This is an optimization exercise on Yosys and OpenROAD, whose aim is small area, a short achievable clock period and few clock cycles per item, not a production implementation.
The RTL was checked by simulation tests, not by an equivalence proof against the original design.
Power is estimated from default activity; no workload was simulated.

Design assembly_source_tokenizer_top, start of the top module:
module assembly_source_tokenizer_top (
  input  logic               clk_i,
  input  logic               rst_ni,
  input  logic               in_valid_i,
  output logic               in_ready_o,
  input  logic [8:0]         in_data_i,    
  output logic               out_valid_o,
  input  logic               out_ready_i,
  output logic [71:0]        out_data_o    
);
  logic       hv, cons;
  logic [8:0] item;
  ast_in_buf u_buf (
    .clk_i      (clk_i),
    .rst_ni     (rst_ni),
    .in_valid_i (in_valid_i),
    .in_ready_o (in_ready_o),
    .in_data_i  (in_data_i),
    .hv_o       (hv),
    .item_o     (item),
    .cons_i     (cons)
  );
  ast_lexer u_lexer (
    .clk_i       (clk_i),
    .rst_ni      (rst_ni),
    .hv_i        (hv),
    .item_i      (item),
    .cons_o      (cons),
    .out_valid_o (out_valid_o),
    .out_ready_i (out_ready_i),
    .out_data_o  (out_data_o)
  );
endmodule
Settings: LEC_CHECK=0, CAP_MARGIN=20, CORE_MARGIN=2, CORE_UTILIZATION=25, PLACE_DENSITY=0.5, SLEW_MARGIN=20; clock period 8.0 ns.
standard.sh (not shown) runs the stock make flow with config.mk's settings and CLKGATE_MAP_FILE= SYNTH_SCRIPT=/design/flow/synth_recipe.tcl, a recipe that flattens the netlist after the stock synthesis.
==> flow/flow/run.sh <==
#!/bin/bash
set -euo pipefail
W=$(pwd)
make -C "$FLOW_HOME" DESIGN_CONFIG="$FLOW_CONFIG" WORK_HOME="$W/orfs" CLKGATE_MAP_FILE= \
  SYNTH_SCRIPT="$W/synth_recipe.tcl" CAP_MARGIN=20 CORE_MARGIN=2 CORE_UTILIZATION=25 \
  PLACE_DENSITY=0.5 SLEW_MARGIN=20 SETUP_SLACK_MARGIN=${MARGIN:-5.5} finish > "$W/make.log" 2>&1
: # left out here: write the final layout as DEF
Testbench counts at the start, summed over its fixed seeds: cycles 45,176, bytes 43,768.
==> next run, changes <==
--- a/flow/flow/run.sh
+++ b/flow/flow/run.sh
@@ -1,0 +2 @@
+# ORFS layout as the standard flow, with single-strength port buffers.
@@ -3,0 +5 @@
+export BUFFER_PORTS_ARGS="-buffer_cell sky130_fd_sc_hd__buf_1"
@@ -6 +8 @@
-  PLACE_DENSITY=0.5 SLEW_MARGIN=20 SETUP_SLACK_MARGIN=${MARGIN:-5.5} finish > "$W/make.log" 2>&1
+  PLACE_DENSITY=0.5 SLEW_MARGIN=20 SETUP_SLACK_MARGIN=5 finish > "$W/make.log" 2>&1
CTS_BUF_LIST = sky130_fd_sc_hd__clkbuf_8   (was default)
SETUP_SLACK_MARGIN = 5   (was default)
What happened: Total power decreases by about a fifth; critical path depth stays the same; sequential power barely changes; routed wire length decreases by roughly a tenth; sequential cell count is unchanged; count of clock-buffer cells in the layout decreases by 2; cell area decreases by about a fifth; non-clock buffer count decreases by 96; utilization decreases by 6.9 points.

========
Another version of the RTL of assembly_source_tokenizer_top (not shown whole).
Size in the first run: roughly 1,000 cells after synthesis, ~150 flip-flops, roughly 0.0094 mm^2 of cells after synthesis.
Design assembly_source_tokenizer_top, start of the top module:
module assembly_source_tokenizer_top (
  input  logic               clk_i,
  input  logic               rst_ni,
  input  logic               in_valid_i,
  output logic               in_ready_o,
  input  logic [8:0]         in_data_i,    
  output logic               out_valid_o,
  input  logic               out_ready_i,
  output logic [71:0]        out_data_o    
);
==> flow/config.mk <==
export PLATFORM = sky130hd
export DESIGN_NAME = assembly_source_tokenizer_top
export DESIGN_NICKNAME = assembly_source_tokenizer_top
export VERILOG_FILES = /design/flow/design.v
export SDC_FILE = /design/flow/constraint.sdc
export NUM_CORES = 4
export LEC_CHECK = 0
export CAP_MARGIN = 20
export CORE_MARGIN = 2
export CORE_UTILIZATION = 25
export PLACE_DENSITY = 0.5
export SETUP_SLACK_MARGIN = 4.5
export SLEW_MARGIN = 20
==> flow/constraint.sdc <==
create_clock -name core_clock -period 8.0 [get_ports {clk_i}]
set_input_delay 1.6000 -clock core_clock [delete_from_list [all_inputs] [get_ports {clk_i}]]
set_output_delay 1.6000 -clock core_clock [all_outputs]
set_load 0.01 [all_outputs]
run.sh (not shown) runs the stock make flow with config.mk's settings and CLKGATE_MAP_FILE= SYNTH_SCRIPT=/design/flow/synth_recipe.tcl, a recipe that flattens the netlist after the stock synthesis.
Stock flow here: none of the scripts above is used.
Testbench counts at the start, summed over its fixed seeds: cycles 45,137, bytes 43,768.
Change:
Settings changed: ABC_CLOCK_PERIOD_IN_PS set to 3000.
What happened: Cell area is unchanged. Via count is unchanged. Clock-buffer cell count is unchanged. Routed wire length does not change. Fmax is unchanged. Clock power stays flat. Combinational power is about the same. Utilization is unchanged.

## separate check: timing with driven ports
How much do the figures lean on ideal ports? The routed layouts below were timed once more, with nothing changed but the port constraints.
Step 1 assumes that a clkbuf_16 drives the clock port and a buf_2 every other input.
Step 2 also shifts input and output timing later by t, the mid clock arrival at the registers, as if the neighbouring blocks saw the same clock.
Slacks: ideal / step 1 / step 2; pairs: ideal / step 1.
| run | shift t [ns] | slack for setup (ns) | worst hold slack (ns) | latest minus earliest clock arrival (ns) | pins driven straight from the clock port |
|---|---|---|---|---|---|
| the first run of note 1 | 0.473 | 4.968 / 4.953 / 4.480 | 0.471 / 0.471 / 0.471 | 0.014 / 0.014 | 1 |
| the second run of note 1 | 0.495 | 4.988 / 4.946 / 4.450 | 0.480 / 0.480 / 0.480 | 0.022 / 0.021 | 1 |
| the first run of note 2 | 0.484 | 4.601 / 4.601 / 4.163 | 0.473 / 0.473 / 0.473 | 0.009 / 0.010 | 1 |
| the second run of note 2 | 0.484 | 4.601 / 4.601 / 4.163 | 0.473 / 0.473 / 0.473 | 0.009 / 0.010 | 1 |
After both steps every run listed still meets setup and hold. The setup slack of the second run of note 1, which loses most, moves by -0.042 ns with the drivers and by -0.538 ns with both steps.
